This is an optimization exercise on Yosys and OpenROAD, whose aim is small area, a short achievable clock period and few clock cycles, not a production implementation.
Only simulation tests tie the RTL to the original design; equivalence was not proved.
Power and IR drop assume default switching activity.

$ cat flow/design.v
package wpp_pkg;
    localparam int MAX_WORD_LEN_DEF  = 8;
    localparam int MAX_DOC_CHARS_DEF = 65536;
    localparam int CH_W      = 8;
    localparam int CFG_W     = 64;
    localparam int CFG_IDX_W = 2;
    localparam int LEN_CFG_W = 4;
    localparam int DIST_W    = 18;
    localparam int QUEUE_DEPTH = 2;
    typedef enum logic [CFG_IDX_W-1:0] {
        CFG_FIRST_WORD,
        CFG_FIRST_LEN,
        CFG_SECOND_WORD,
        CFG_SECOND_LEN
    } t_cfg_idx;
    localparam logic [CH_W-1:0] CH_SPACE   = 8'h20;
    localparam logic [CH_W-1:0] CH_PERIOD  = 8'h2E;
    localparam logic [CH_W-1:0] CH_COMMA   = 8'h2C;
    localparam logic [CH_W-1:0] CH_LOWER_A = 8'h61;
    localparam logic [CH_W-1:0] CH_LOWER_Z = 8'h7A;
    localparam logic [CH_W-1:0] CASE_STEP  = 8'h20;
    typedef struct packed {
        logic close_a;        
        logic hit_a_first;
        logic hit_a_second;
        logic last;           
        logic hit_b_first;
        logic hit_b_second;
    } t_close_ctl;
    function automatic logic [CH_W-1:0] fold_case(input logic [CH_W-1:0] c);
        fold_case = (c >= CH_LOWER_A && c <= CH_LOWER_Z) ? c - CASE_STEP : c;
    endfunction
    function automatic logic is_delim(input logic [CH_W-1:0] c);
        is_delim = (c == CH_SPACE) || (c == CH_PERIOD) || (c == CH_COMMA);
    endfunction
endpackage
module wpp_front (
    input  logic [wpp_pkg::CH_W-1:0] i_ch,
    input  logic [wpp_pkg::CH_W-1:0] i_tgt,
    output logic                     o_eq
);
    logic t_letter;
    assign t_letter = (i_tgt[7:5] == 3'b010 || i_tgt[7:5] == 3'b011) &&
                      (i_tgt[4:0] != 5'd0) && (i_tgt[4:0] <= 5'd26);
    assign o_eq = (i_ch[7:6] == i_tgt[7:6]) && (i_ch[4:0] == i_tgt[4:0]) &&
                  ((i_ch[5] == i_tgt[5]) || t_letter);
endmodule
module wpp_back (
    input  logic        i_m1,        
    input  logic        i_m2,        
    input  logic [3:0]  i_len,       
    input  logic [3:0]  i_l1,        
    input  logic [3:0]  i_l2,        
    input  logic [17:0] i_mid,       
    input  logic        i_any,       
    input  logic        i_last_t,    
    input  logic [17:0] i_last_mid,  
    input  logic        i_found,     
    input  logic [17:0] i_best,      
    output logic        o_hit,       
    output logic        o_hit_t,     
    output logic        o_found,
    output logic [17:0] o_best
);
    logic        hit1, hit2, cand_v, take;
    logic [17:0] cand;
    assign hit1    = i_m1 && (i_len == i_l1);
    assign hit2    = !hit1 && i_m2 && (i_len == i_l2);
    assign o_hit   = hit1 || hit2;
    assign o_hit_t = hit2;
    assign cand_v  = o_hit && i_any && (i_last_t != hit2);
    logic [19:0] csa_a, csa_b, csa_c, csa_s, csa_k, csa_w;
    assign csa_a = {2'b00, i_last_mid};
    assign csa_b = {2'b00, i_best};
    assign csa_c = ~{2'b00, i_mid};
    assign csa_s = csa_a ^ csa_b ^ csa_c;
    assign csa_k = (csa_a & csa_b) | (csa_a & csa_c) | (csa_b & csa_c);
    assign csa_w = csa_s + {csa_k[18:0], 1'b1};
    assign cand  = i_mid - i_last_mid;
    assign take    = cand_v && (!i_found || !csa_w[19]);
    assign o_best  = take ? cand : i_best;
    assign o_found = i_found || cand_v;
endmodule
module word_pair_proximity_scanner (
    input  logic                          i_clk,
    input  logic                          i_rst_n,
    input  logic                          i_valid,
    output logic                          o_stall,
    input  logic [wpp_pkg::CH_W-1:0]      i_ch,
    input  logic                          i_is_final,
    output logic                          o_valid,
    input  logic                          i_stall,
    output logic                          o_found,
    output logic [wpp_pkg::DIST_W-1:0]    o_distance_x2,
    input  logic                          i_cfg_wr_en,
    input  logic [wpp_pkg::CFG_IDX_W-1:0] i_cfg_index,
    input  logic [wpp_pkg::CFG_W-1:0]     i_cfg_data
);
    localparam int PW = 17;   
    localparam int MW = 18;   
    logic [63:0] r_w1, r_w2;
    logic        r_z1, r_z2;
    logic [3:0]  r_l1, r_l2;
    logic          r_pv;      
    logic [7:0]    r_pch;
    logic          r_pfinal;
    logic [PW-1:0] r_pos;     
    logic [MW-1:0] r_mid;     
    logic [3:0]    r_len;     
    logic          r_m1, r_m2;
    logic          r_fin;     
    logic          r_new;     
    logic          r_any;     
    logic          r_last_t;  
    logic [MW-1:0] r_last_mid;
    logic          r_found;   
    logic [MW-1:0] r_best;    
    logic          r_out_valid;
    logic [3:0] cfg_en;
    always_comb begin
        for (int k = 0; k < 4; k++)
            cfg_en[k] = i_cfg_wr_en && i_cfg_index == 2'(k);
    end
    always_ff @(posedge i_clk) begin
        if (cfg_en[0]) r_w1 <= i_cfg_data;
        if (cfg_en[2]) r_w2 <= i_cfg_data;
    end
    always_ff @(posedge i_clk) begin
        if (!i_rst_n) begin
            r_z1 <= 1'b1;
            r_z2 <= 1'b1;
            r_l1 <= 4'd1;
            r_l2 <= 4'd1;
        end else begin
            if (cfg_en[0]) r_z1 <= 1'b0;
            if (cfg_en[1]) r_l1 <= i_cfg_data[3:0];
            if (cfg_en[2]) r_z2 <= 1'b0;
            if (cfg_en[3]) r_l2 <= i_cfg_data[3:0];
        end
    end
    logic accept, hold, stall, proc, close_out, start;
    logic r_stall;
    assign hold      = r_out_valid && (r_fin || r_any);
    assign proc      = r_pv && !hold;
    assign stall     = r_pv && hold;
    assign o_stall   = r_stall;
    assign accept    = i_valid && !stall;
    assign close_out = r_fin && !r_out_valid;
    assign start     = r_fin || r_new;
    logic [3:0]    len_e;
    logic          m1_e, m2_e;
    logic          delim, eq1, eq2, short;
    logic [7:0]    tb1, tb2;
    logic [PW-1:0] pos_n;
    logic [MW-1:0] mid_nd;
    logic [3:0]    len_nd;
    assign len_e  = start ? 4'd0 : r_len;
    assign m1_e   = start || r_m1;
    assign m2_e   = start || r_m2;
    assign delim  = wpp_pkg::is_delim(r_pch);
    assign tb1    = r_z1 ? 8'h00 : r_w1[{len_e[2:0], 3'b000} +: 8];
    assign tb2    = r_z2 ? 8'h00 : r_w2[{len_e[2:0], 3'b000} +: 8];
    wpp_front u_eq1 (.i_ch(r_pch), .i_tgt(tb1), .o_eq(eq1));
    wpp_front u_eq2 (.i_ch(r_pch), .i_tgt(tb2), .o_eq(eq2));
    assign short  = (len_e < 4'd8);
    assign len_nd = (len_e < 4'd9) ? len_e + 4'd1 : len_e;
    assign pos_n  = start ? PW'(1) : (r_pos[PW-1] ? r_pos : r_pos + PW'(1));
    assign mid_nd = start ? MW'(1) :
                    (r_len < 4'd9 && !r_mid[MW-1]) ? r_mid + MW'(1) : r_mid;
    logic          hit, hit_t, found_c;
    logic [MW-1:0] best_c;
    logic          hit_e1, hit_e2;
    wpp_back u_close (
        .i_m1(r_m1), .i_m2(r_m2), .i_len(r_len), .i_l1(r_l1), .i_l2(r_l2), .i_mid(r_mid),
        .i_any(r_any), .i_last_t(r_last_t), .i_last_mid(r_last_mid),
        .i_found(r_found), .i_best(r_best),
        .o_hit(hit), .o_hit_t(hit_t), .o_found(found_c), .o_best(best_c)
    );
    assign hit_e1 = (r_l1 == 4'd0);
    assign hit_e2 = !hit_e1 && (r_l2 == 4'd0);
    logic pv_n, fin_n, any_n, ov_n;
    assign pv_n  = accept || (r_pv && !proc);
    assign fin_n = proc ? r_pfinal : (r_fin && !close_out);
    assign any_n = (proc && start) ? (delim && (hit_e1 || hit_e2)) :
                   (proc && delim && hit) ? 1'b1 : r_any;
    assign ov_n  = close_out || (r_out_valid && i_stall);
    always_ff @(posedge i_clk) begin
        if (!i_rst_n) begin
            r_pv    <= 1'b0;
            r_stall <= 1'b0;
        end else begin
            r_pv    <= pv_n;
            r_stall <= pv_n && ov_n && (fin_n || any_n);
        end
    end
    always_ff @(posedge i_clk) begin
        if (!stall) begin
            r_pch    <= i_ch;
            r_pfinal <= i_is_final;
        end
    end
    always_ff @(posedge i_clk) begin
        if (proc) begin
            r_pos <= pos_n;
            if (delim) begin
                r_mid <= {pos_n, 1'b0};
                r_len <= '0;
                r_m1  <= 1'b1;
                r_m2  <= 1'b1;
            end else begin
                r_mid <= mid_nd;
                r_len <= len_nd;
                r_m1  <= m1_e && short && eq1;
                r_m2  <= m2_e && short && eq2;
            end
        end
    end
    always_ff @(posedge i_clk) begin
        if (!i_rst_n) begin
            r_fin <= 1'b0;
            r_new <= 1'b1;
        end else begin
            r_fin <= fin_n;
            if (proc)
                r_new <= 1'b0;
            else if (close_out)
                r_new <= 1'b1;
        end
    end
    always_ff @(posedge i_clk) begin
        if (proc && delim && start) begin
            r_last_t   <= hit_e2;
            r_last_mid <= '0;
        end else if (proc && delim && hit) begin
            r_last_t   <= hit_t;
            r_last_mid <= r_mid;
        end
    end
    always_ff @(posedge i_clk) begin
        if (!i_rst_n) begin
            r_any <= 1'b0;
        end else begin
            r_any <= any_n;
        end
    end
    always_ff @(posedge i_clk) begin
        if (!i_rst_n) begin
            r_found <= 1'b0;
            r_best  <= '0;
        end else if (close_out || (proc && delim && !start && !r_out_valid)) begin
            r_found <= found_c;
            r_best  <= best_c;
        end else if (r_out_valid && !i_stall) begin
            r_found <= 1'b0;
            r_best  <= '0;
        end
    end
    always_ff @(posedge i_clk) begin
        if (!i_rst_n) begin
            r_out_valid <= 1'b0;
        end else begin
            r_out_valid <= ov_n;
        end
    end
    assign o_valid       = r_out_valid;
    assign o_found       = r_found;
    assign o_distance_x2 = r_best;
endmodule
$ cat flow/flow/run.sh
#!/bin/bash
# The standard layout, with plain buffers (buf_2) on the ports instead of the default
# port buffer cell, and timing repair asked to leave 7.5 ns of setup slack
# ORFS's own logs stay under orfs/logs; make's output goes to standard_make.log
set -euo pipefail
export BUFFER_PORTS_ARGS="-buffer_cell sky130_fd_sc_hd__buf_2"
export SETUP_SLACK_MARGIN=7.5
bash standard.sh > standard_make.log 2>&1
$ cat flow/standard.sh
#!/bin/bash
# synth_recipe.tcl (not shown) runs the flow's synth.tcl, then flattens the netlist and writes it again
# the make line also repeats each setting of config.mk as NAME=value (left out here)
make -C /OpenROAD-flow-scripts/flow DESIGN_CONFIG=/design/flow/config.mk WORK_HOME=/design/flow/orfs CLKGATE_MAP_FILE= SYNTH_SCRIPT=/design/flow/synth_recipe.tcl "${@:-finish}"
$ cat flow/config.mk
export PLATFORM = sky130hd
export DESIGN_NAME = word_pair_proximity_scanner
export DESIGN_NICKNAME = word_pair_proximity_scanner
export VERILOG_FILES = /design/flow/design.v
export SDC_FILE = /design/flow/constraint.sdc
export NUM_CORES = 4
export LEC_CHECK = 0
export CAP_MARGIN = 20
export CORE_MARGIN = 2
export CORE_UTILIZATION = 40
export SLEW_MARGIN = 20
$ cat flow/constraint.sdc
create_clock -name core_clock -period 11.0 [get_ports {i_clk}]
set_input_delay 2.2000 -clock core_clock [delete_from_list [all_inputs] [get_ports {i_clk}]]
set_output_delay 2.2000 -clock core_clock [all_outputs]
set_load 0.01 [all_outputs]
==> results of run 1 <==
state kept, by name (all words and copies together), names as in the netlist, 4 cells and up:
register	cells
r_l1	4
r_best	18
r_w1	64
r_pos	17
r_last_mid	18
r_l2	4
r_mid	18
r_len	4
r_w2	64
r_pch	8
power by group through the flow:
stage / registers, mW / clock network (mW) / logic [mW]
floorplan: 1.01 / 0 / 0.112
global placement: 1.02 / 0 / 0.162
detailed placement: 1.02 / 0 / 0.163
CTS: 1.01 / 0.894 / 0.164
global route: 1.01 / 0.926 / 0.180
finish: 1.01 / 0.874 / 0.162
placed cells by master (no fill, tap or decap), types with 27 or more instances in the layout:
cell	n
buf_2	100
ha_1	55
dfxtp_1	53
xnor2_1	33
o21ai_0	30
clkbuf_16	27
nor2_1	96
nand2_1	63
nand3_1	33
mux2i_1	37
a21oi_1	82
inv_1	75
edfxtp_1	179
cell families (layout without fill, tap and decap cells):
family	after synthesis	in the layout	share of synthesized area
XOR/XNOR	58	58	0.0420
AO/OA/AOI/OAI	219	220	0.120
multiplexers	49	49	0.0483
buffers and inverters	128	237	0.0421
flip-flops	232	232	0.532
AND/OR/NAND/NOR	307	307	0.128
adder cells (fa/ha/maj)	74	74	0.0883
through the flow:
step | util | setup slack (ns) | std cells | hold WS (ns) | area [sq um]
CTS | 0.466 | 7.55 | 1566 | 0.479 | 13800
finish | 0.467 | 7.63 | 1567 | 0.474 | 13900
global route | 0.467 | 7.53 | 1567 | 0.494 | 13900
detailed placement | 0.436 | 7.01 | 1515 | 0.471 | 13000
global placement | 0.436 | 7.06 | 1515 | 0.464 | 13000
floorplan | - | 6.70 | 1067 | 0.473 | 12100
cell type report:
class | instances | area, sq um
fill | 2730 | 15800
clock buffer | 32 | 714
inverter | 77 | 289
clock inverter | 18 | 155
multi-input combinational | 708 | 5220
sequential | 232 | 6440
timing repair buffer | 110 | 576
tap | 390 | 488
what timing repair did:
item | 4_1_cts | 5_1_grt
setup buffers | 1 | 0
hold buffers | 0 | 0
gates cloned | 0 | 1
endpoints found under the hold margin | 0 | 0
pin swaps | 1 | 1
resized for setup | 0 | 5
setup endpoints to repair | 1 | 49
layer usage:
metal,share of wire,global-route usage,up-vias
met1,0.44,0.234,3947
met5,0,0,-
met4,0.029,0.0529,0
li1,-,-,4055
met2,0.49,0.314,189
met3,0.036,0.0230,53
worst min path at each step:
stage	end	slack [ns]
after global routing	r_best[3]	0.49
after detailed placement	r_best[5]	0.47
final	r_best[5]	0.47
after floorplan	r_fin	0.47
after CTS	r_best[5]	0.48
after global placement	r_best[5]	0.46
==> impl_metrics.csv, run 1 <==
group,metric,value,unit
route,viasPerCell,5.26,
die,initial_core_util,0.407,
synth,synth_edf_count,179,
critical_path,worstPathRequired,8.80,ns
synth,seq_area_frac_synth,0.532,
sta,finalHoldViolations,0,
critical_path,r2r-start,"r_pch[7]",
synth,synth_top_flop_cell,"edfxtp_1",
pwr,p_int,1.56,mW
sta,skew,0.0169,ns
synth,yosys_register_bits,232,
global_route,antenna_found_initial,0,
route,dr_total_vias,8244,
critical_path,critPathArrivalTime,1.17,ns
flow_run,maxCapViolCount,0,
die,io_pins,101,
layout,num_antenna_cells,0,
synth,yosysTopAreaCell,"edfxtp_1",
route,drt-initial-drc-count,480,
pwr,p_seq_frac,0.492,
sta,grt_setup_unrepaired,"no",
critical_path,cp.depth,1,
critical_path,crit_buf_inv,1,
die,die_w,178,um
critical_path,end_kind,"output pin",
route,wirelength,28500,um
cts,clk_pin_slew,0.06,ns
cts,cts_root_buffer,"clkbuf_16",
synth,synthTopCellsByArea,"edfxtp_1 44%, dfxtp_1 8.8%, ha_1 5.7%, a21oi_1 3.4%, fa_1 3.1%",
critical_path,critical_path.max_stage_delay,0.44,ns
pwr,p_switching,483,uW
critical_path,startpoint_type,"register",
route,ant_nets,0,
critical_path,path_cells,"buf_2",
global_route,grt_pass1_vias,8118,
critical_path,r2r-end,"r_best[5]",
cts,cts_sinks,232,
synth,netlist_area,12100,sq um
critical_path,critical_path.slowest_cell,"dfxtp_1",
die,core-area,29700,sq um
cts,cts_tree,"done",
sta,setup_viol,0,
sta,fmax,0.297,GHz
synth,synth_warnings,1,
critical_path,worstRegToRegCells,7,
placement,portBuffers,100,
min_path,hold_start,"r_best[5]",
critical_path,cp-startpoint,"r_out_valid",
layout,post_route_cells_drive_above_1_share,0.157,
global_route,grt_max_degree,66,
critical_path,crit_path_end,"o_valid",
cts,h-tree-depth,1,
critical_path,path_class,"register to output pin",
cts,clk_latency,0.55,ns
placement,place_hpwl,19600,um
synth,syn_nets,1221,
synth,yosysTopAreaCellShare,0.444,
synth,syn_inst,1067,
sta,max-slew-margin-rel,0.301,
sta,fin_crit,3.37,ns
min_path,hp-class,"register to register",
layout,area_growth,14.6,%
route,firstDrtPassIters,5,
cts,clk_path_buf_depth,3,
pwr,vdd_ir_drop_max,0.000123,V
global_route,grt_pass1_wl,44300,um
pwr,comb_power_share,0.080,
synth,synth_cell_types,79,
sta,max_slew.worst_pin.slew,1.05,ns
sta,maxSlewViolCount,0,
die,fp.dieArea,31700,sq um
synth,postSynthAreaPerCell,11.3,sq um
critical_path,reg2reg_slack,7.75,ns
pwr,fin_total_pwr,2.04,mW
min_path,hold_depth,2,
synth,synth.most_common_cell,"edfxtp_1",
outcome,outcome,"complete, no violations",
pwr,switching_share,0.236,
pwr,clkPwrFrac,0.428,
sta,final.period_utilization,0.306,
pwr,power_density,147,nW/um^2
cts,numCtsBuffers,27,
critical_path,path_max_fanout,7,
die,die_h,178,um
pwr,p_leak,5.39,nW
route,drc,0,
global_route,overflow,0,
die,rows,63,
placement,gp_congestion,0.825,
sta,finalSetupTns,0,ns
route,wl_per_cell,18.2,um
synth,ys_async_sr_fraction,0,
synth,synth_commonest_cells,"179 x edfxtp_1, 96 x nor2_1, 83 x a21oi_1",
critical_path,path_delay_family,"flip-flops",
global_route,grt_usage,0.180,
layout,final_nets,1310,
Testbench counts, summed over its fixed seeds: cycles 79,669.
==> run 2, diff against run 1 <==
--- a/flow/config.mk
+++ b/flow/config.mk
@@ -8,4 +8,6 @@
 export CAP_MARGIN = 20
 export CORE_MARGIN = 2
 export CORE_UTILIZATION = 40
+export CTS_CLUSTER_DIAMETER = 120
+export CTS_CLUSTER_SIZE = 24
 export SLEW_MARGIN = 20
==> impl_metrics.csv, run 2 <==
group,metric,value,unit
outcome,outcome,"complete, no violations",
critical_path,end_kind,"output pin",
die,io_pins,101,
critical_path,critPathArrivalTime,1.14,ns
layout,final_nets,1296,
synth,ys_async_sr_fraction,0,
critical_path,startpoint_type,"register",
die,die_h,178,um
global_route,overflow,0,
sta,finalSetupTns,0,ns
sta,max-slew-margin-rel,0.292,
synth,netlist_area,12100,sq um
synth,synth_commonest_cells,"179 x edfxtp_1, 96 x nor2_1, 83 x a21oi_1",
critical_path,path_max_fanout,7,
layout,post_route_cells_drive_above_1_share,0.141,
route,wl_per_cell,18.4,um
critical_path,critical_path.slowest_cell,"dfxtp_1",
route,firstDrtPassIters,5,
sta,skew,0.0159,ns
route,viasPerCell,5.30,
synth,synth_cell_types,79,
die,die_w,178,um
pwr,vdd_ir_drop_max,0.0000907,V
global_route,grt_pass1_wl,43900,um
critical_path,path_cells,"buf_2",
layout,area_growth,10.6,%
sta,fmax,0.300,GHz
sta,max_slew.worst_pin.slew,1.06,ns
critical_path,path_class,"register to output pin",
cts,h-tree-depth,1,
route,dr_total_vias,8154,
die,rows,63,
placement,place_hpwl,19600,um
critical_path,critical_path.max_stage_delay,0.47,ns
layout,final_common_cell,"edfxtp_1",
cts,numCtsBuffers,13,
sta,final.period_utilization,0.303,
layout,finalInstanceArea,13400,sq um
route,ant_nets,0,
sta,grt_setup_unrepaired,"no",
cts,cts_sinks,232,
synth,synth_warnings,1,
pwr,power_density,126,nW/um^2
placement,dpl-instance-area,13000,sq um
min_path,hp-class,"register to register",
sta,fin_crit,3.34,ns
synth,yosysTopAreaCellShare,0.444,
cts,clk_latency,0.49,ns
placement,gp_congestion,0.825,
sta,whs,0.482,ns
global_route,grt_pass1_vias,7964,
layout,layout_common_cells,"179 x edfxtp_1, 100 x buf_2, 96 x nor2_1",
global_route,antenna_found_initial,1,
sta,setup_viol,0,
critical_path,path_delay_family,"flip-flops",
cts,cts_root_buffer,"clkbuf_16",
critical_path,worstPathRequired,8.80,ns
route,wirelength,28400,um
cts,clk_pin_slew,0.10,ns
synth,syn_nets,1221,
global_route,grt_max_degree,66,
route,drt-initial-drc-count,436,
global_route,grt_usage,0.178,
pwr,p_leak,5.14,nW
cts,cts_tree,"done",
die,initial_core_util,0.407,
synth,synth.most_common_cell,"edfxtp_1",
synth,yosys_register_bits,232,
cts,clk_path_buf_depth,3,
layout,reg.largest.list,"r_w1: 64 flops, r_w2: 64 flops",
die,fp.dieArea,31700,sq um
flow_run,maxCapViolCount,0,
route,drc,0,
sta,maxSlewViolCount,0,
placement,portBuffers,100,
synth,synthTopCellsByArea,"edfxtp_1 44%, dfxtp_1 8.8%, ha_1 5.7%, a21oi_1 3.4%, fa_1 3.1%",
sta,finalHoldViolations,0,
layout,post-route-util,0.450,
synth,synth_top_flop_cell,"edfxtp_1",
critical_path,crit_buf_inv,1,
synth,yosysTopAreaCell,"edfxtp_1",
synth,postSynthAreaPerCell,11.3,sq um
die,core-area,29700,sq um
synth,synth_edf_count,179,
synth,syn_inst,1067,
synth,seq_area_frac_synth,0.532,
[run 2: cell counts after synthesis]
Identical to the previous run, type by type.
[run 2: stage by stage]
step,power (mW),setup WS (ns),instances
after floorplan,1.13,6.70,1067
after global placement,1.18,7.06,1515
after detailed placement,1.19,7.01,1515
after CTS,1.70,7.54,1537
after global routing,1.75,7.54,1539
final,1.68,7.66,1539
[run 2: area by class of cell]
| type | count | area [sq um] |
|---|---|---|
| fill | 2772 | 16300 |
| sequential | 232 | 6440 |
| multi-input combinational | 708 | 5220 |
| timing repair buffer | 110 | 576 |
| tap | 390 | 488 |
| clock buffer | 20 | 362 |
| inverter | 77 | 293 |
| clock inverter | 1 | 8.76 |
| antenna | 1 | 2.50 |
[run 2: power by group]
part | switching (mW) | internal, mW
sequential | 0.0235 | 0.981
clock | 0.283 | 0.231
combinational | 0.0975 | 0.0651
total | 0.404 | 1.28
[run 2: cells by family (layout without fill, tap and decap cells)]
| family | count (synthesis) | after routing | share of synthesized area |
|---|---|---|---|
| AO/OA/AOI/OAI | 219 | 220 | 0.120 |
| XOR/XNOR | 58 | 58 | 0.0420 |
| adder cells (fa/ha/maj) | 74 | 74 | 0.0883 |
| buffers and inverters | 128 | 208 | 0.0421 |
| flip-flops | 232 | 232 | 0.532 |
| multiplexers | 49 | 49 | 0.0483 |
| other | 0 | 1 | 0 |
| AND/OR/NAND/NOR | 307 | 307 | 0.128 |
[run 2: worst paths after layout]
check / from / endpoint / slack (ns) / cells past startpoint
worst min register to register: r_best[5] / r_best[5] / 0.48 / 2
worst min-delay path: r_best[5] / r_best[5] / 0.48 / 2
worst max-delay path: r_out_valid / o_valid / 7.66 / 1
worst max register to register: r_fin / r_m1 / 7.73 / 8
[run 2: what timing repair did]
action                     4_1_cts  5_1_grt
pin swaps                        1        1
setup buffers                    1        0
hold buffers                     0        0
cloned                           0        1
resized for setup                0        6
setup endpoints to repair        2       49
[run 2: layer usage]
metal	up-vias	part of all wire	global-route usage
met5	-	0	0
met4	0	0.015	0.0359
met3	27	0.035	0.0194
met2	183	0.50	0.316
met1	3940	0.45	0.237
li1	4004	-	-
==> run 3, diff against run 2 <==
--- a/flow/config.mk
+++ b/flow/config.mk
@@ -5,6 +5,7 @@
 export SDC_FILE = /design/flow/constraint.sdc
 export NUM_CORES = 4
 export LEC_CHECK = 0
+export ABC_AREA = 1
 export CAP_MARGIN = 20
 export CORE_MARGIN = 2
 export CORE_UTILIZATION = 40
==> impl_metrics.csv, run 3 <==
group,metric,value,unit
outcome,outcome,"complete, no violations",
cts,clk_latency,0.50,ns
pwr,p_leak,6.10,nW
critical_path,end_kind,"output pin",
synth,netlist_area,12700,sq um
synth,synth_warnings,1,
min_path,hold_start,"r_best[7]",
critical_path,path_delay_family,"flip-flops",
layout,fillCellCount,3054,
synth,yosysTopAreaCellShare,0.424,
critical_path,path_class,"register to output pin",
pwr,fin_total_pwr,1.84,mW
global_route,grt_usage,0.191,
sta,max-slew-margin-rel,0.381,
critical_path,startpoint_type,"register",
synth,yosys_register_bits,232,
critical_path,critical_path.max_stage_delay,0.46,ns
sta,setup_viol,0,
synth,postSynthAreaPerCell,8.81,sq um
layout,final_common_cell,"nand2_1",
global_route,grt_pass1_wl,51000,um
min_path,hp-class,"register to register",
cts,cts_tree,"done",
cts,h-tree-depth,1,
route,wl_per_cell,16.2,um
die,die_w,182,um
sta,whs,0.500,ns
synth,seq_area_frac_synth,0.507,
critical_path,crit_buf_inv,1,
cts,cts_sinks,232,
sta,skew,0.0363,ns
global_route,grt_pass1_vias,9470,
critical_path,worstPathRequired,8.80,ns
critical_path,cp-startpoint,"r_out_valid",
sta,maxSlewViolCount,0,
pwr,vdd_ir_drop_max,0.000117,V
layout,post_route_cells_drive_above_1_share,0.0988,
sta,finalHoldViolations,0,
placement,gp_congestion,0.885,
synth,syn_inst,1439,
sta,grt_setup_unrepaired,"yes",
layout,multi_input_area,5420,sq um
synth,synth_commonest_cells,"348 x nand2_1, 221 x nand3_1, 179 x edfxtp_1",
route,dr_total_vias,9917,
synth,ys_async_sr_fraction,0,
layout,register_area,6440,sq um
cts,cts_root_buffer,"clkbuf_16",
layout,layout_common_cells,"347 x nand2_1, 221 x nand3_1, 179 x edfxtp_1",
critical_path,path_cells,"buf_2",
die,die_h,182,um
synth,yosysTopAreaCell,"edfxtp_1",
cts,numCtsBuffers,13,
critical_path,r2r-start,"r_fin",
global_route,overflow,0,
cts,clk_pin_slew,0.10,ns
sta,max_slew.worst_pin.slew,0.929,ns
sta,fin_crit,3.31,ns
synth,synthTopCellsByArea,"edfxtp_1 42%, nand2_1 10%, nand3_1 8.7%, dfxtp_1 8.4%, ha_1 5.4%",
route,drt-initial-drc-count,825,
placement,place_hpwl,22300,um
layout,reg.largest.list,"r_w1: 64 flops, r_w2: 64 flops",
die,rows,65,
global_route,antenna_found_initial,0,
sta,finalSetupTns,0,ns
flow_run,maxCapViolCount,0,
layout,area_growth,10.0,%
sta,final.period_utilization,0.301,
sta,fmax,0.302,GHz
die,fp.dieArea,33100,sq um
synth,synth_edf_count,179,
route,firstDrtPassIters,5,
synth,synth_cell_types,49,
route,wirelength,31000,um
die,io_pins,101,
critical_path,critical_path.slowest_cell,"dfxtp_1",
synth,synth_top_flop_cell,"edfxtp_1",
route,viasPerCell,5.17,
critical_path,path_max_fanout,6,
pwr,power_density,132,nW/um^2
die,core-area,31400,sq um
placement,portBuffers,100,
critical_path,critPathArrivalTime,1.11,ns
layout,final_nets,1665,
route,ant_nets,0,
synth,syn_nets,1593,
global_route,grt_max_degree,74,
synth,synth.most_common_cell,"nand2_1",
cts,clk_path_buf_depth,3,
layout,num_antenna_cells,0,
cts,cts_hold_buf,0,
die,initial_core_util,0.404,
route,drc,0,
==> run 3: timing repair <==
item                       in CTS  in global routing
setup endpoints to repair      20                 20
setup buffers                   1                  0
resized for setup               0                  7
gates cloned                    1                  0
pin swaps                       2                  0
==> run 3: final cells by class <==
| type | count | share of cell area |
|---|---|---|
| sequential | 232 | 0.461 |
| multi-input combinational | 986 | 0.388 |
| clock buffer | 19 | 0.0249 |
| inverter | 172 | 0.0468 |
| clock inverter | 3 | 0.00314 |
| timing repair buffer | 106 | 0.0394 |
| tap | 402 | 0.0360 |
==> run 3: cells by family after synthesis <==
family / synth area share
and+or+nand+nor: 0.247
DFF: 0.507
buffers and inverters: 0.0697
AOI/OAI and AO/OA: 0.0739
adders and majority gates: 0.0842
xor gates and xnor gates: 0.0180
==> run 3: worst paths after layout <==
path / end / slack [ns] / cells after the start
setup / recovery: o_valid / 7.69 / 1
setup reg to reg: r_m1 / 7.83 / 15
hold reg to reg: r_best[7] / 0.50 / 2
hold / removal: r_best[7] / 0.50 / 2
==> run 3: per-layer routing <==
layer	vias up	GRT usage	wire [um]
met3	40	0.0204	1460
met2	254	0.302	13800
met4	0	0.0474	675
li1	4962	-	-
met5	-	0	0
met1	4661	0.281	15100
==> run 3: through the flow <==
step                      instances  area (sq um)   util  setup slack (ns)
final                          1920         14000  0.444              7.69
after floorplan                1439         12700      -              6.79
after CTS                      1920         13900  0.444              7.47
after detailed placement       1896         13500  0.431              7.22
after global routing           1920         14000  0.444              7.50
after global placement         1896         13500  0.431              7.26
==> run 3: power by group <==
group / internal, mW / switching, mW / leakage [nW] / total [mW]
Combinational: 0.0989 / 0.185 / 3.81 / 0.284
Clock: 0.249 / 0.286 / 0.190 / 0.534
Sequential: 0.989 / 0.0274 / 2.10 / 1.02
Total: 1.34 / 0.498 / 6.10 / 1.84
==> run 3: worst reg2reg max path, stage by stage, from the launching register on <==
cell,delay (ns)
dfxtp_1,0.39
nor2_4,0.41
buf_6,0.41
nand2_4,0.38
inv_4,0.46
nand3_1,0.19
nand2_1,0.09
nand2_1,0.05
nand3_1,0.17
nand2_1,0.07
nor2_1,0.08
nand2_1,0.06
nand3_1,0.07
nand2_1,0.05
nand2_1,0.06
nand2_1,0.04
==> run 4, diff against run 3 <==
--- a/flow/config.mk
+++ b/flow/config.mk
@@ -5,10 +5,9 @@
 export SDC_FILE = /design/flow/constraint.sdc
 export NUM_CORES = 4
 export LEC_CHECK = 0
-export ABC_AREA = 1
 export CAP_MARGIN = 20
 export CORE_MARGIN = 2
 export CORE_UTILIZATION = 40
-export CTS_CLUSTER_DIAMETER = 120
-export CTS_CLUSTER_SIZE = 24
+export CTS_CLUSTER_DIAMETER = 100
+export CTS_CLUSTER_SIZE = 27
 export SLEW_MARGIN = 20
==> impl_metrics.csv, run 4 <==
group,metric,value,unit
die,die_h,178,um
sta,finalHoldViolations,0,
sta,finalSetupTns,0,ns
synth,synth_cell_types,79,
critical_path,startpoint_type,"register",
synth,yosysTopAreaCell,"edfxtp_1",
synth,synth_warnings,1,
placement,portBuffers,100,
die,initial_core_util,0.407,
die,io_pins,101,
route,wirelength,28200,um
route,viasPerCell,5.30,
critical_path,path_max_fanout,7,
synth,ys_async_sr_fraction,0,
cts,h-tree-depth,1,
min_path,hp-class,"register to register",
route,route.met2.wl,14200,um
route,firstDrtPassIters,5,
layout,post_route_cells_drive_above_1_share,0.142,
route,drt-initial-drc-count,477,
cts,cts_tree,"done",
synth,synth.most_common_cell,"edfxtp_1",
layout,finalNonFillerCells,1539,
cts,cts_sinks,232,
layout,reg.largest.list,"r_w1: 64 flops, r_w2: 64 flops",
critical_path,critical_path.slowest_cell,"dfxtp_1",
pwr,p_leak,5.15,nW
critical_path,path_delay_family,"flip-flops",
route,routed.top_layer,"met4",
pwr,vdd_ir_drop_max,0.000129,V
critical_path,critPathArrivalTime,1.13,ns
synth,postSynthAreaPerCell,11.3,sq um
synth,netlist_area,12100,sq um
cts,numCtsBuffers,13,
synth,synth_top_flop_cell,"edfxtp_1",
global_route,grt_pass1_vias,8007,
synth,seq_area_frac_synth,0.532,
cts,clk_latency,0.50,ns
layout,layout_common_cells,"179 x edfxtp_1, 100 x buf_2, 96 x nor2_1",
layout,fillCellCount,2765,
global_route,grt_pass1_wl,43900,um
layout,area_growth,10.7,%
placement,dp.cells,1515,
synth,synth_edf_count,179,
sta,fin_crit,3.33,ns
sta,fmax,0.300,GHz
sta,setup_viol,0,
global_route,grt_max_degree,66,
placement,place_hpwl,19600,um
sta,maxSlewViolCount,0,
sta,grt_setup_unrepaired,"no",
synth,synthTopCellsByArea,"edfxtp_1 44%, dfxtp_1 8.8%, ha_1 5.7%, a21oi_1 3.4%, fa_1 3.1%",
synth,yosys_register_bits,232,
die,rows,63,
outcome,outcome,"complete, no violations",
global_route,grt_usage,0.178,
critical_path,path_cells,"buf_2",
route,drc,0,
die,die_w,178,um
global_route,antenna_found_initial,1,
pwr,power_density,127,nW/um^2
die,fp.dieArea,31700,sq um
synth,synth_commonest_cells,"179 x edfxtp_1, 96 x nor2_1, 83 x a21oi_1",
critical_path,crit_buf_inv,1,
route,met3WireLength,904,um
synth,syn_nets,1221,
synth,syn_inst,1067,
critical_path,worstPathRequired,8.80,ns
synth,yosysTopAreaCellShare,0.444,
layout,final_common_cell,"edfxtp_1",
cts,cts_root_buffer,"clkbuf_16",
route,wl_met1,12600,um
cts,clk_pin_slew,0.11,ns
critical_path,reg2reg_slack,7.72,ns
sta,max-slew-margin-rel,0.294,
route,wl_per_cell,18.3,um
flow_run,maxCapViolCount,0,
layout,final_nets,1296,
global_route,overflow,0,
cts,cts_hold_buf,0,
sta,max_slew.worst_pin.slew,1.05,ns
critical_path,end_kind,"output pin",
placement,gp_congestion,0.825,
die,core-area,29700,sq um
route,dr_total_vias,8161,
cts,clk_path_buf_depth,3,
critical_path,critical_path.max_stage_delay,0.46,ns
route,ant_nets,0,
critical_path,path_class,"register to output pin",
sta,final.period_utilization,0.303,
sta,skew,0.0270,ns
run 4: changes by cell type after synthesis, moves of 31 or more:
cell	previous run	this run
xnor2_1	2	33
mux2i_1	0	37
inv_1	166	75
nand3_1	221	34
o21ai_0	62	30
nand2_1	348	63
run 4: power by group:
group	total (mW)	leakage, nW	switching (mW)	internal [mW]
Sequential	1.00	2.10	0.0232	0.981
Clock	0.530	0.187	0.299	0.231
Combinational	0.162	2.86	0.0973	0.0651
run 4: logic make-up (layout without fill, tap and decap cells):
group / Yosys count / count (layout) / synth area share
AND/OR/NAND/NOR: 307 / 307 / 0.128
multiplexers: 49 / 49 / 0.0483
buffers and inverters: 128 / 208 / 0.0421
other: 0 / 1 / 0
flip-flops: 232 / 232 / 0.532
AO/OA/AOI/OAI: 219 / 220 / 0.120
adder cells (fa/ha/maj): 74 / 74 / 0.0883
XOR/XNOR: 58 / 58 / 0.0420
run 4: final cells by class:
cell class,count,area (sq um),share of cell area
Sequential cell,232,6440,0.480
Clock buffer,18,344,0.0257
Inverter,77,293,0.0218
Clock inverter,3,45.0,0.00336
Timing Repair Buffer,110,576,0.0429
Multi-Input combinational cell,708,5220,0.389
Antenna cell,1,2.50,0.000187
Tap cell,390,488,0.0364
run 4: what timing repair did:
item                                   4_1_cts  5_1_grt
endpoints found under the hold margin        0        0
setup buffers                                1        0
pin swaps                                    1        1
cloned                                       0        1
setup endpoints to repair                    2       49
resized for setup                            0        6
run 4: final timing paths:
check	end	cells after the start	start
hold reg to reg	r_best[5]	2	r_best[5]
hold / removal	r_best[5]	2	r_best[5]
setup reg to reg	r_m2	10	r_fin
setup / recovery	o_valid	1	r_out_valid
run 4: per-stage QoR:
stage | power [mW] | hold WS, ns | utilization | cell area, sq um | setup WS, ns
after floorplan | 1.13 | 0.473 | - | 12100 | 6.70
after global routing | 1.76 | 0.499 | 0.451 | 13400 | 7.54
final | 1.70 | 0.482 | 0.451 | 13400 | 7.67
after global placement | 1.18 | 0.464 | 0.436 | 13000 | 7.06
after CTS | 1.71 | 0.487 | 0.450 | 13400 | 7.53
after detailed placement | 1.19 | 0.471 | 0.436 | 13000 | 7.01
run 4: metal layers:
layer,up-vias,GRT usage
met4,0,0.0406
li1,4003,-
met3,32,0.0196
met1,3966,0.235
met5,-,0
met2,160,0.315
==> run 5, diff against run 4 <==
==> flow/flow/run.sh (replaced) <==
#!/bin/bash
# The standard layout, with plain buffers (buf_2) on the ports instead of the default
# port buffer cell, and timing repair asked to leave 8.5 ns of setup slack
# ORFS's own logs stay under orfs/logs; make's output goes to standard_make.log
set -euo pipefail
export BUFFER_PORTS_ARGS="-buffer_cell sky130_fd_sc_hd__buf_2"
export SETUP_SLACK_MARGIN=8.5
bash standard.sh > standard_make.log 2>&1
--- a/flow/config.mk
+++ b/flow/config.mk
@@ -8,6 +8,4 @@
 export CAP_MARGIN = 20
 export CORE_MARGIN = 2
 export CORE_UTILIZATION = 40
-export CTS_CLUSTER_DIAMETER = 100
-export CTS_CLUSTER_SIZE = 27
 export SLEW_MARGIN = 20
==> impl_metrics.csv, run 5 <==
group,metric,value,unit
sta,finalSetupTns,0,ns
outcome,outcome,"complete, no violations",
synth,synth_warnings,1,
synth,seq_area_frac_synth,0.532,
route,route.met2.wl,18400,um
critical_path,critPathArrivalTime,1.00,ns
global_route,grt_pass1_vias,9064,
cts,clk_latency,0.56,ns
route,firstDrtPassIters,6,
synth,postSynthAreaPerCell,11.3,sq um
synth,synth_edf_count,179,
route,wl_per_cell,20.9,um
cts,cts_root_buffer,"clkbuf_16",
global_route,overflow,0,
synth,synth_commonest_cells,"179 x edfxtp_1, 96 x nor2_1, 83 x a21oi_1",
critical_path,startpoint_type,"register",
min_path,hp-class,"register to register",
sta,max-slew-margin-rel,0.553,
global_route,grt_pass1_wl,51600,um
pwr,fin_total_pwr,2.15,mW
cts,cts_tree,"done",
flow_run,maxCapViolCount,0,
layout,post_route_cells_drive_above_1_share,0.351,
sta,max_slew.worst_pin.slew,0.669,ns
die,die_w,178,um
cts,clk_pin_slew,0.06,ns
cts,h-tree-depth,1,
route,wirelength,35900,um
die,io_pins,101,
critical_path,worstPathRequired,8.80,ns
synth,syn_inst,1067,
critical_path,critical_path.max_stage_delay,0.35,ns
layout,area_growth,38.4,%
sta,skew,0.0272,ns
route,wl_met1,14400,um
sta,fin_crit,3.20,ns
route,dr_total_vias,9399,
layout,finalInstanceArea,16700,sq um
route,drt-initial-drc-count,978,
global_route,grt_max_degree,44,
route,drc,0,
pwr,p_leak,6.57,nW
pwr,power_density,128,nW/um^2
critical_path,path_class,"register to output pin",
cts,cts_hold_buf,0,
synth,syn_nets,1221,
critical_path,end_kind,"output pin",
critical_path,path_cells,"buf_6",
layout,layout_common_cells,"179 x edfxtp_1, 95 x nor2_1, 92 x buf_4",
critical_path,crit_buf_inv,1,
layout,final_nets,1463,
die,initial_core_util,0.407,
sta,fmax,0.312,GHz
die,rows,63,
sta,setup_viol,0,
synth,yosysTopAreaCellShare,0.444,
synth,synthTopCellsByArea,"edfxtp_1 44%, dfxtp_1 8.8%, ha_1 5.7%, a21oi_1 3.4%, fa_1 3.1%",
critical_path,cp.depth,1,
global_route,antenna_found_initial,0,
synth,synth_top_flop_cell,"edfxtp_1",
synth,yosysTopAreaCell,"edfxtp_1",
route,routed.top_layer,"met4",
synth,yosys_register_bits,232,
sta,grt_setup_unrepaired,"yes",
critical_path,path_max_fanout,2,
sta,finalHoldViolations,0,
placement,dpl-instance-area,13200,sq um
route,ant_nets,0,
die,die_h,178,um
sta,final.period_utilization,0.291,
die,fp.dieArea,31700,sq um
critical_path,worstRegToRegCells,14,
route,met3WireLength,1710,um
critical_path,path_delay_family,"flip-flops",
sta,maxSlewViolCount,0,
synth,netlist_area,12100,sq um
pwr,vdd_ir_drop_max,0.000123,V
placement,place_hpwl,20000,um
placement,pre_cts_ws,7.24,ns
sta,finalWorstSetupSlack,7.80,ns
route,viasPerCell,5.47,
layout,num_antenna_cells,0,
placement,gp_congestion,0.837,
synth,synth.most_common_cell,"edfxtp_1",
cts,cts_sinks,232,
layout,reg.largest.list,"r_w1: 64 flops, r_w2: 64 flops",
min_path,hold_depth,2,
placement,portBuffers,100,
layout,final_common_cell,"edfxtp_1",
sta,whs,0.497,ns
global_route,grt_usage,0.213,
critical_path,critical_path.slowest_cell,"dfxtp_4",
synth,ys_async_sr_fraction,0,
synth,synth_cell_types,79,
die,core-area,29700,sq um
cts,clk_path_buf_depth,3,
cts,numCtsBuffers,27,
run 5: logic make-up (layout without fill, tap and decap cells):
family | Yosys count | count (layout) | synth area share
buffers and inverters | 128 | 383 | 0.0421
muxes | 49 | 49 | 0.0483
adders and majority gates | 74 | 74 | 0.0883
xor gates and xnor gates | 58 | 58 | 0.0420
DFF | 232 | 232 | 0.532
and+or+nand+nor | 307 | 310 | 0.128
AOI/OAI and AO/OA | 219 | 223 | 0.120
run 5: final timing paths:
| path | start | end | slack, ns |
|---|---|---|---|
| max | r_best[10] | o_distance_x2[10] | 7.80 |
| min | r_last_mid[3] | r_last_mid[3] | 0.50 |
| max reg2reg | r_best[7] | r_best[10] | 7.96 |
| min reg2reg | r_last_mid[3] | r_last_mid[3] | 0.50 |
run 5: power breakdown:
group | internal, mW | switching, mW
logic | 0.111 | 0.131
clock network | 0.532 | 0.371
registers | 0.979 | 0.0233
run 5: cell type report:
class                      instances  area [sq um]
clock buffer                      33           749
clock inverter                    16           146
fill                            2436         13000
inverter                          77           322
multi-input combinational        714          5950
sequential                       232          6500
tap                              390           488
timing repair buffer             257          2600
run 5: timing repair:
action	in CTS	in global routing
endpoints found under the setup margin	232	185
gates resized for setup	133	91
cloned	21	11
setup buffers	73	49
pin swaps	19	51
run 5: per-layer routing:
metal,GRT usage,up-vias
li1,-,4391
met1,0.264,4556
met2,0.376,354
met3,0.0298,98
met4,0.0779,0
met5,0,-
run 5: stage by stage:
step / instances / utilization
detailed placement: 1516 / 0.443
global placement: 1516 / 0.443
finish: 1719 / 0.564
global route: 1719 / 0.564
CTS: 1659 / 0.530
floorplan: 1067 / -
==> run 6, diff against run 5 <==
==> flow/flow/run.sh (replaced) <==
#!/bin/bash
# The standard layout, with plain buffers (buf_2) on the ports instead of the
# default port buffer cell; ORFS's own logs stay under orfs/logs
set -euo pipefail
export BUFFER_PORTS_ARGS="-buffer_cell sky130_fd_sc_hd__buf_2"
bash standard.sh > standard_make.log 2>&1
==> impl_metrics.csv, run 6 <==
group,metric,value,unit
cts,clk_latency,0.54,ns
critical_path,r2r-end,"r_m1",
die,fp.dieArea,31700,sq um
critical_path,worstPathRequired,11.40,ns
cts,numCtsBuffers,27,
layout,post-route-util,0.467,
synth,yosys_register_bits,232,
route,viasPerCell,5.30,
placement,portBuffers,100,
sta,final.period_utilization,0.323,
route,drc,0,
cts,h-tree-depth,1,
outcome,outcome,"complete, no violations",
cts,clk_path_buf_depth,3,
die,io_pins,101,
synth,synth.most_common_cell,"edfxtp_1",
global_route,overflow,0,
die,rows,63,
route,firstDrtPassIters,5,
synth,syn_inst,1067,
sta,finalHoldViolations,0,
synth,syn_nets,1221,
sta,fmax,0.281,GHz
pwr,vdd_ir_drop_max,0.000133,V
die,core-area,29700,sq um
sta,max-slew-margin-rel,0.308,
route,drt-initial-drc-count,615,
synth,yosysTopAreaCellShare,0.444,
critical_path,crit_buf_inv,1,
cts,cts_hold_buf,0,
synth,yosysTopAreaCell,"edfxtp_1",
critical_path,worstRegToRegCells,9,
critical_path,crit_path_end,"r_m1",
cts,cts_sinks,232,
critical_path,cp.depth,9,
sta,finalSetupTns,0,ns
layout,post_route_cells_drive_above_1_share,0.156,
cts,cts_resized,0,
layout,area_growth,14.5,%
layout,num_antenna_cells,0,
critical_path,end_kind,"register",
global_route,antenna_found_initial,0,
route,ant_nets,0,
cts,cts_root_buffer,"clkbuf_16",
cts,post_cts_buffers,0,
sta,skew,0.0146,ns
global_route,grt_pass1_wl,43800,um
pwr,p_leak,5.38,nW
route,dr_total_vias,8302,
synth,synth_edf_count,179,
min_path,hold_depth,2,
placement,gp_congestion,0.841,
critical_path,critical_path.max_stage_delay,0.86,ns
die,initial_core_util,0.407,
sta,setup_viol,0,
route,wirelength,27900,um
synth,synth_top_flop_cell,"edfxtp_1",
synth,seq_area_frac_synth,0.532,
layout,finalNonFillerCells,1565,
die,die_w,178,um
critical_path,path_max_fanout,18,
sta,max_slew.worst_pin.slew,1.03,ns
synth,synth_cell_types,79,
cts,clk_pin_slew,0.07,ns
pwr,power_density,149,nW/um^2
die,die_h,178,um
synth,synthTopCellsByArea,"edfxtp_1 44%, dfxtp_1 8.8%, ha_1 5.7%, a21oi_1 3.4%, fa_1 3.1%",
cts,cts_tree,"done",
layout,final_nets,1309,
critical_path,startpoint_type,"register",
global_route,grt_max_degree,66,
min_path,hp-class,"register to register",
flow_run,maxCapViolCount,0,
placement,place_hpwl,19700,um
placement,pre_cts_ws,7.06,ns
layout,fillCellCount,2716,
layout,reg.largest.list,"r_w1: 64 flops, r_w2: 64 flops",
critical_path,r2r-start,"r_fin",
sta,whs,0.475,ns
sta,finalWorstSetupSlack,7.44,ns
global_route,grt_pass1_vias,8133,
layout,layout_common_cells,"179 x edfxtp_1, 100 x buf_2, 96 x nor2_1",
synth,postSynthAreaPerCell,11.3,sq um
global_route,grt_usage,0.177,
placement,dp.cells,1516,
synth,ys_async_sr_fraction,0,
layout,final_common_cell,"edfxtp_1",
sta,fin_crit,3.56,ns
critical_path,path_delay_family,"simple AND/OR/NAND/NOR gates",
critical_path,cp-startpoint,"r_fin",
synth,synth_warnings,1,
critical_path,critical_path.slowest_cell,"nor3b_4",
synth,synth_commonest_cells,"179 x edfxtp_1, 96 x nor2_1, 83 x a21oi_1",
sta,maxSlewViolCount,0,
critical_path,path_class,"register to register",
sta,grt_setup_unrepaired,"no",
critical_path,path_cells,"nor3b_4 -> inv_2 -> a221oi_1 -> a21oi_1 -> mux2_2 -> o21ai_0 -> a31oi_1 -> or4_1 -> o21ai_1",
critical_path,critPathArrivalTime,3.96,ns
route,wl_per_cell,17.9,um
critical_path,reg2reg_slack,7.44,ns
synth,netlist_area,12100,sq um
run 6: cell counts after synthesis:
Identical to the previous run, type by type.
run 6: power breakdown:
group,switching (mW),internal [mW]
clock,0.369,0.528
combinational,0.0965,0.0647
sequential,0.0240,0.982
run 6: per-stage QoR:
| stage | area (sq um) | total power, mW |
|---|---|---|
| 2_1_floorplan | 12100 | 1.13 |
| 3_3_place_gp | 13000 | 1.18 |
| 4_1_cts | 13900 | 2.08 |
| 5_1_grt | 13900 | 2.14 |
| 3_5_place_dp | 13000 | 1.19 |
| 6_report | 13900 | 2.06 |
run 6: cells by family (layout without fill, tap and decap cells):
family,count (synthesis),after routing,synth area share
buffers and inverters,128,236,0.0421
AO/OA/AOI/OAI,219,219,0.120
flip-flops,232,232,0.532
multiplexers,49,49,0.0483
adder cells (fa/ha/maj),74,74,0.0883
AND/OR/NAND/NOR,307,307,0.128
XOR/XNOR,58,58,0.0420
run 6: final cells by class:
cell class	count	area (sq um)	area share
flip-flops and latches	232	6440	0.464
multi-input cells	707	5180	0.374
clock buffers	31	691	0.0498
repair buffers	110	576	0.0415
well taps	390	488	0.0352
inverters	77	289	0.0208
clock inverters	18	204	0.0147
run 6: worst min path at each step:
| stage | start | to | slack [ns] |
|---|---|---|---|
| after floorplan | r_pfinal | r_fin | 0.47 |
| after global placement | r_best[3] | r_best[3] | 0.46 |
| after CTS | r_best[7] | r_best[7] | 0.48 |
| after global routing | r_best[11] | r_best[11] | 0.50 |
| after detailed placement | r_best[7] | r_best[7] | 0.47 |
| final | r_best[7] | r_best[7] | 0.48 |
run 6: layer usage:
layer | global-route usage | up-vias | wire length (um)
met2 | 0.310 | 192 | 14000
met4 | 0.0523 | 0 | 727
met1 | 0.229 | 4014 | 12300
li1 | - | 4052 | -
met5 | 0 | - | 0
met3 | 0.0230 | 44 | 979
run 6: worst min-delay path, cell delays in order, from the launching register on:
cell and delay, ns:
dfxtp_1 0.32, nand3_1 0.06, a21oi_1 0.05
==> run 7, diff against run 6 <==
==> flow/flow/run.sh (replaced) <==
#!/bin/bash
# The standard layout, with plain buffers (buf_1) on the ports instead of the default
# port buffer cell, and timing repair asked to leave 7.5 ns of setup slack
# ORFS's own logs stay under orfs/logs; make's output goes to standard_make.log
set -euo pipefail
export BUFFER_PORTS_ARGS="-buffer_cell sky130_fd_sc_hd__buf_1"
export SETUP_SLACK_MARGIN=7.5
bash standard.sh > standard_make.log 2>&1
--- a/flow/config.mk
+++ b/flow/config.mk
@@ -8,4 +8,6 @@
 export CAP_MARGIN = 20
 export CORE_MARGIN = 2
 export CORE_UTILIZATION = 40
+export CTS_CLUSTER_DIAMETER = 120
+export CTS_CLUSTER_SIZE = 24
 export SLEW_MARGIN = 20
==> impl_metrics.csv, run 7 <==
group,metric,value,unit
layout,layout_common_cells,"179 x edfxtp_1, 100 x buf_1, 96 x nor2_1",
flow_run,maxCapViolCount,0,
die,die_h,178,um
layout,num_antenna_cells,0,
layout,finalInstanceArea,13300,sq um
synth,synth_cell_types,79,
synth,yosys_register_bits,232,
synth,ys_async_sr_fraction,0,
placement,place_hpwl,19300,um
synth,postSynthAreaPerCell,11.3,sq um
sta,finalSetupTns,0,ns
layout,post_route_cells_drive_above_1_share,0.0531,
route,drc,0,
pwr,vdd_ir_drop_max,0.000112,V
die,die_w,178,um
sta,skew,0.0327,ns
cts,cts_tree,"done",
pwr,p_leak,4.83,nW
sta,grt_setup_unrepaired,"yes",
cts,cts_sinks,232,
global_route,overflow,0,
layout,area_growth,9.48,%
min_path,hp-class,"register to register",
critical_path,path_class,"register to output pin",
sta,finalHoldViolations,0,
sta,maxSlewViolCount,0,
die,core-area,29700,sq um
sta,fin_crit,3.35,ns
sta,max_slew.worst_pin.slew,1.10,ns
route,drt-initial-drc-count,603,
cts,clk_path_buf_depth,3,
sta,max-slew-margin-rel,0.265,
synth,yosysTopAreaCell,"edfxtp_1",
outcome,outcome,"complete, no violations",
route,wirelength,27800,um
die,io_pins,101,
synth,syn_nets,1221,
synth,synth_top_flop_cell,"edfxtp_1",
route,ant_nets,0,
synth,synthTopCellsByArea,"edfxtp_1 44%, dfxtp_1 8.8%, ha_1 5.7%, a21oi_1 3.4%, fa_1 3.1%",
critical_path,path_cells,"buf_1",
route,viasPerCell,5.29,
global_route,grt_pass1_wl,44800,um
cts,numCtsBuffers,13,
placement,portBuffers,100,
pwr,power_density,126,nW/um^2
synth,yosysTopAreaCellShare,0.444,
synth,netlist_area,12100,sq um
global_route,grt_usage,0.181,
critical_path,reg2reg_slack,7.72,ns
global_route,antenna_found_initial,0,
layout,reg.largest.list,"r_w1: 64 flops, r_w2: 64 flops",
critical_path,critPathArrivalTime,1.15,ns
layout,final_nets,1297,
critical_path,worstPathRequired,8.80,ns
route,firstDrtPassIters,5,
critical_path,path_delay_family,"flip-flops",
global_route,grt_pass1_vias,8130,
route,wl_per_cell,18.1,um
die,initial_core_util,0.407,
synth,synth_commonest_cells,"179 x edfxtp_1, 96 x nor2_1, 83 x a21oi_1",
sta,fmax,0.299,GHz
pwr,fin_total_pwr,1.67,mW
critical_path,crit_buf_inv,1,
synth,synth.most_common_cell,"edfxtp_1",
placement,gp_congestion,0.853,
cts,h-tree-depth,1,
critical_path,critical_path.slowest_cell,"dfxtp_1",
route,dr_total_vias,8149,
cts,clk_pin_slew,0.11,ns
critical_path,end_kind,"output pin",
die,fp.dieArea,31700,sq um
sta,final.period_utilization,0.304,
critical_path,startpoint_type,"register",
sta,setup_viol,0,
cts,clk_latency,0.51,ns
synth,syn_inst,1067,
cts,cts_root_buffer,"clkbuf_16",
placement,dpl-instance-area,12900,sq um
layout,final_common_cell,"edfxtp_1",
critical_path,critical_path.max_stage_delay,0.47,ns
die,rows,63,
global_route,grt_max_degree,66,
critical_path,path_max_fanout,7,
synth,seq_area_frac_synth,0.532,
synth,synth_warnings,1,
synth,synth_edf_count,179,
-- run 7: repair_timing --
| action | CTS | global route |
|---|---|---|
| hold buffers | 0 | 0 |
| gates cloned | 1 | 0 |
| buffers inserted | 1 | 0 |
| resized for setup | 3 | 2 |
| pin swaps | 2 | 0 |
| endpoints found under the setup margin | 22 | 25 |
-- run 7: cells by family after synthesis --
family / after synthesis / synth area share
AO/OA/AOI/OAI: 219 / 0.120
XOR/XNOR: 58 / 0.0420
adder cells (fa/ha/maj): 74 / 0.0883
buffers and inverters: 128 / 0.0421
flip-flops: 232 / 0.532
multiplexers: 49 / 0.0483
AND/OR/NAND/NOR: 307 / 0.128
-- run 7: final cells by class --
| cell class | count | area (sq um) |
|---|---|---|
| clock buffers | 19 | 348 |
| clock inverters | 2 | 17.5 |
| fillers | 2814 | 16500 |
| inverters | 77 | 290 |
| multi-input cells | 708 | 5220 |
| flip-flops and latches | 232 | 6440 |
| well taps | 390 | 488 |
| repair buffers | 111 | 458 |
-- run 7: layer usage --
| layer | GRT usage | wire [um] |
|---|---|---|
| met2 | 0.317 | 13800 |
| met4 | 0.0464 | 651 |
| met1 | 0.239 | 12400 |
| met5 | 0 | 0 |
| met3 | 0.0196 | 1030 |
-- run 7: metrics by stage --
step / util / setup slack (ns) / std cells / hold slack, ns
6_report: 0.446 / 7.65 / 1539 / 0.480
5_1_grt: 0.446 / 7.47 / 1539 / 0.497
3_3_place_gp: 0.433 / 6.74 / 1516 / 0.465
4_1_cts: 0.446 / 7.60 / 1539 / 0.485
2_1_floorplan: - / 6.70 / 1067 / 0.473
3_5_place_dp: 0.433 / 6.73 / 1516 / 0.471
-- run 7: final timing paths --
path,depth (start not counted),startpoint,endpoint
worst max-delay path,1,r_out_valid,o_valid
worst min-delay path,2,r_best[3],r_best[3]
worst max register to register,11,r_mid[3],r_best[5]
worst min register to register,2,r_best[3],r_best[3]
-- run 7: power breakdown --
group          internal, mW  total, mW  leakage (nW)  switching (mW)
Sequential            0.980       1.00          2.10          0.0233
Combinational        0.0614      0.158          2.56          0.0964
Clock                 0.226      0.511         0.176           0.286
Total                  1.27       1.67          4.83           0.405
==> run 8, diff against run 7 <==
==> flow/flow/run.sh (replaced) <==
#!/bin/bash
# The standard layout, with plain buffers (buf_1) on the ports instead of the default
# port buffer cell, and timing repair asked to leave 8.0 ns of setup slack
# ORFS's own logs stay under orfs/logs; make's output goes to standard_make.log
set -euo pipefail
export BUFFER_PORTS_ARGS="-buffer_cell sky130_fd_sc_hd__buf_1"
export SETUP_SLACK_MARGIN=8.0
bash standard.sh > standard_make.log 2>&1
==> impl_metrics.csv, run 8 <==
group,metric,value,unit
synth,seq_area_frac_synth,0.532,
cts,clk_latency,0.51,ns
critical_path,reg2reg_slack,8.03,ns
sta,finalWorstSetupSlack,7.81,ns
cts,h-tree-depth,1,
pwr,p_int,1.27,mW
layout,area_growth,16.7,%
synth,synthTopCellsByArea,"edfxtp_1 44%, dfxtp_1 8.8%, ha_1 5.7%, a21oi_1 3.4%, fa_1 3.1%",
sta,grt_setup_unrepaired,"yes",
global_route,overflow,0,
critical_path,end_kind,"output pin",
layout,finalInstanceArea,14100,sq um
synth,syn_nets,1221,
critical_path,path_class,"register to output pin",
route,firstDrtPassIters,5,
synth,netlist_area,12100,sq um
min_path,hp-class,"register to register",
layout,num_antenna_cells,0,
synth,yosys_register_bits,232,
route,wirelength,30100,um
flow_run,maxCapViolCount,0,
pwr,p_switching,417,uW
sta,fin_crit,3.19,ns
sta,max-slew-margin-rel,0.331,
synth,synth_edf_count,179,
pwr,p_seq_frac,0.592,
synth,syn_inst,1067,
placement,place_hpwl,19500,um
route,viasPerCell,5.40,
global_route,grt_max_degree,66,
sta,finalHoldViolations,0,
placement,gp_congestion,0.856,
sta,finalSetupTns,0,ns
sta,setup_viol,0,
synth,postSynthAreaPerCell,11.3,sq um
synth,synth_top_flop_cell,"edfxtp_1",
critical_path,startpoint_type,"register",
critical_path,path_cells,"buf_6",
route,drt-initial-drc-count,686,
synth,ys_async_sr_fraction,0,
layout,post_route_cells_drive_above_1_share,0.162,
synth,synth.most_common_cell,"edfxtp_1",
pwr,switching_share,0.247,
critical_path,critical_path.max_stage_delay,0.37,ns
sta,skew,0.0341,ns
route,ant_nets,0,
placement,dp.cells,1514,
global_route,grt_pass1_wl,46200,um
route,wl_per_cell,18.9,um
layout,final_common_cell,"edfxtp_1",
layout,multi_input_area,5480,sq um
synth,yosysTopAreaCellShare,0.444,
pwr,power_density,120,nW/um^2
synth,synth_cell_types,79,
layout,fillCellCount,2725,
die,core-area,29700,sq um
cts,numCtsBuffers,13,
cts,cts_tree,"done",
sta,final.period_utilization,0.290,
pwr,p_leak,5.25,nW
route,drc,0,
die,die_w,178,um
cts,clk_pin_slew,0.11,ns
layout,reg.largest.list,"r_w1: 64 flops, r_w2: 64 flops",
critical_path,critical_path.slowest_cell,"dfxtp_4",
global_route,grt_pass1_vias,8339,
critical_path,path_max_fanout,2,
outcome,outcome,"complete, no violations",
die,rows,63,
placement,dpl-instance-area,12800,sq um
layout,finalNonFillerCells,1592,
cts,clk_path_buf_depth,3,
pwr,comb_power_share,0.101,
critical_path,critPathArrivalTime,0.99,ns
die,io_pins,101,
synth,synth_commonest_cells,"179 x edfxtp_1, 96 x nor2_1, 83 x a21oi_1",
layout,layout_common_cells,"179 x edfxtp_1, 95 x nor2_1, 78 x buf_1",
synth,synth_warnings,1,
sta,max_slew.worst_pin.slew,1.00,ns
pwr,clkPwrFrac,0.306,
global_route,antenna_found_initial,0,
die,fp.dieArea,31700,sq um
die,initial_core_util,0.407,
cts,cts_hold_buf,0,
critical_path,crit_buf_inv,1,
placement,pre_cts_ws,7.17,ns
route,dr_total_vias,8602,
placement,portBuffers,100,
cts,cts_root_buffer,"clkbuf_16",
layout,final_nets,1349,
cts,cts_sinks,232,
synth,yosysTopAreaCell,"edfxtp_1",
layout,register_area,6480,sq um
layout,post-route-util,0.475,
critical_path,worstPathRequired,8.80,ns
sta,fmax,0.314,GHz
critical_path,path_delay_family,"flip-flops",
die,die_h,178,um
global_route,grt_usage,0.190,
pwr,vdd_ir_drop_max,0.000109,V
sta,maxSlewViolCount,0,
[run 8: worst paths after layout]
kind | start | endpoint | cells past startpoint
max | r_best[10] | o_distance_x2[10] | 1
min | r_best[14] | r_best[14] | 2
max reg2reg | r_best[3] | r_best[17] | 15
min reg2reg | r_best[14] | r_best[14] | 2
[run 8: through the flow]
| stage | total power, mW | hold WS (ns) |
|---|---|---|
| 2_1_floorplan | 1.13 | 0.473 |
| 3_3_place_gp | 1.18 | 0.466 |
| 3_5_place_dp | 1.18 | 0.475 |
| 4_1_cts | 1.70 | 0.507 |
| 5_1_grt | 1.75 | 0.547 |
| 6_report | 1.69 | 0.503 |
[run 8: power by group through the flow]
stage	sequential, mW	clock, mW	combinational [mW]
6_report	1.00	0.518	0.171
3_5_place_dp	1.02	0	0.158
2_1_floorplan	1.01	0	0.112
3_3_place_gp	1.02	0	0.156
4_1_cts	1.00	0.530	0.166
5_1_grt	1.01	0.557	0.190
[run 8: layout make-up]
class | instances | area share
flip-flops and latches | 232 | 0.458
multi-input cells | 713 | 0.388
repair buffers | 158 | 0.0725
well taps | 390 | 0.0345
clock buffers | 20 | 0.0249
inverters | 77 | 0.0208
clock inverters | 2 | 0.00124
[run 8: logic make-up after synthesis]
| group | Yosys count | synth area share |
|---|---|---|
| simple gates | 307 | 0.128 |
| flops | 232 | 0.532 |
| compound gates | 219 | 0.120 |
| buf+inv | 128 | 0.0421 |
| fa+ha+maj | 74 | 0.0883 |
| xor+xnor | 58 | 0.0420 |
| mux | 49 | 0.0483 |
[run 8: timing repair]
item,in CTS,in global routing
cloned,4,2
resized for setup,102,37
pin swaps,18,29
setup buffers,34,16
setup endpoints to repair,203,123
[run 8: routing by layer]
metal,global-route usage,share of wire
met1,0.243,0.43
met3,0.0207,0.038
met2,0.336,0.50
met5,0,0
met4,0.0581,0.025
==> run 9, diff against run 8 <==
==> flow/flow/run.sh (replaced) <==
#!/bin/bash
# The standard layout, with plain buffers (buf_1) on the ports instead of the default
# port buffer cell, and timing repair asked to leave 8.2 ns of setup slack
# ORFS's own logs stay under orfs/logs; make's output goes to standard_make.log
set -euo pipefail
export BUFFER_PORTS_ARGS="-buffer_cell sky130_fd_sc_hd__buf_1"
export SETUP_SLACK_MARGIN=8.2
bash standard.sh > standard_make.log 2>&1
==> impl_metrics.csv, run 9 <==
group,metric,value,unit
cts,cts_tree,"done",
die,io_pins,101,
layout,num_antenna_cells,0,
synth,syn_nets,1221,
global_route,grt_pass1_vias,8818,
critical_path,path_cells,"buf_6",
critical_path,reg2reg_slack,7.93,ns
synth,seq_area_frac_synth,0.532,
critical_path,end_kind,"output pin",
layout,reg.largest.list,"r_w1: 64 flops, r_w2: 64 flops",
pwr,p_seq_frac,0.575,
outcome,outcome,"complete, no violations",
cts,clk_path_buf_depth,3,
placement,place_hpwl,19800,um
synth,synth_warnings,1,
min_path,hp-class,"register to register",
critical_path,cp-startpoint,"r_best[16]",
synth,netlist_area,12100,sq um
synth,synth_edf_count,179,
placement,portBuffers,100,
global_route,grt_usage,0.196,
global_route,overflow,0,
route,viasPerCell,5.41,
route,wl_per_cell,19.6,um
synth,synth.most_common_cell,"edfxtp_1",
layout,final_common_cell,"edfxtp_1",
synth,yosysTopAreaCell,"edfxtp_1",
die,die_w,178,um
route,firstDrtPassIters,5,
sta,finalSetupTns,0,ns
route,dr_total_vias,8636,
layout,layout_common_cells,"179 x edfxtp_1, 96 x nor2_1, 75 x buf_1",
synth,synthTopCellsByArea,"edfxtp_1 44%, dfxtp_1 8.8%, ha_1 5.7%, a21oi_1 3.4%, fa_1 3.1%",
critical_path,r2r-end,"r_best[10]",
die,die_h,178,um
cts,numCtsBuffers,13,
cts,cts_hold_buf,0,
route,wirelength,31300,um
synth,synth_cell_types,79,
die,rows,63,
critical_path,critPathArrivalTime,0.99,ns
route,ant_nets,0,
pwr,p_leak,5.44,nW
synth,ys_async_sr_fraction,0,
layout,area_growth,19.7,%
layout,final_nets,1352,
sta,grt_setup_unrepaired,"yes",
pwr,vdd_ir_drop_max,0.000123,V
sta,max-slew-margin-rel,0.597,
synth,synth_commonest_cells,"179 x edfxtp_1, 96 x nor2_1, 83 x a21oi_1",
cts,cts_sinks,232,
critical_path,r2r-start,"r_best[1]",
sta,skew,0.0254,ns
global_route,antenna_found_initial,0,
pwr,power_density,120,nW/um^2
critical_path,startpoint_type,"register",
layout,fillCellCount,2666,
synth,yosysTopAreaCellShare,0.444,
pwr,p_switching,427,uW
layout,post-route-util,0.488,
pwr,comb_power_share,0.105,
cts,clk_latency,0.51,ns
critical_path,path_max_fanout,2,
placement,gp_congestion,0.859,
sta,max_slew.worst_pin.slew,0.600,ns
cts,cts_root_buffer,"clkbuf_16",
critical_path,worstRegToRegCells,15,
critical_path,critical_path.max_stage_delay,0.38,ns
sta,fin_crit,3.19,ns
synth,postSynthAreaPerCell,11.3,sq um
global_route,grt_pass1_wl,47900,um
run 9: per-layer routing:
layer	share of wire	GRT usage	vias up
li1	-	-	4139
met1	0.42	0.242	4211
met2	0.51	0.356	229
met3	0.037	0.0245	57
met4	0.031	0.0622	0
met5	0	0	-
run 9: power by group through the flow:
| stage | logic, mW | clock network [mW] | registers (mW) |
|---|---|---|---|
| final | 0.183 | 0.556 | 1.00 |
| after global routing | 0.201 | 0.591 | 1.00 |
| after CTS | 0.176 | 0.567 | 1.00 |
| after detailed placement | 0.160 | 0 | 1.02 |
| after global placement | 0.158 | 0 | 1.02 |
| after floorplan | 0.113 | 0 | 1.01 |
run 9: final cells by class:
| class | count | area share |
|---|---|---|
| Multi-Input combinational cell | 712 | 0.389 |
| Tap cell | 390 | 0.0337 |
| Sequential cell | 232 | 0.447 |
| Timing Repair Buffer | 162 | 0.0818 |
| Inverter | 77 | 0.0205 |
| Clock buffer | 20 | 0.0257 |
| Clock inverter | 2 | 0.00268 |
run 9: worst min-delay path by stage:
| stage | startpoint | end | slack [ns] | cells past startpoint |
|---|---|---|---|---|
| floorplan | r_pfinal | r_fin | 0.47 | 2 |
| global placement | r_best[11] | r_best[11] | 0.47 | 2 |
| detailed placement | r_best[13] | r_best[13] | 0.47 | 2 |
| CTS | r_best[14] | r_best[14] | 0.53 | 2 |
| global route | r_best[14] | r_best[14] | 0.53 | 2 |
| finish | r_best[14] | r_best[14] | 0.51 | 2 |
run 9: through the flow:
step	hold WS (ns)	instance area, sq um	instances	setup WS (ns)
5_1_grt	0.525	14500	1595	7.80
6_report	0.506	14500	1595	7.81
2_1_floorplan	0.473	12200	1067	6.70
4_1_cts	0.527	14300	1591	7.80
3_5_place_dp	0.470	12900	1515	7.19
3_3_place_gp	0.466	12900	1515	7.20
run 9: worst min-delay path, delay by kind of cell (launching register included):
kind               cells  cell delay (ns)
AOI/OAI and AO/OA      1             0.04
and+or+nand+nor        1             0.06
DFF                    1             0.37
run 9: kinds of logic (layout without fill, tap and decap cells):
logic type	Yosys count	after routing	synth area share
fa+ha+maj	74	74	0.0883
xor+xnor	58	58	0.0420
compound gates	219	221	0.120
flops	232	232	0.532
mux	49	49	0.0483
buf+inv	128	261	0.0421
simple gates	307	310	0.128
run 9: what timing repair did:
item	in CTS	in global routing
pin swaps	32	19
setup buffers	47	1
setup endpoints to repair	224	120
gates cloned	7	3
gates resized for setup	137	31
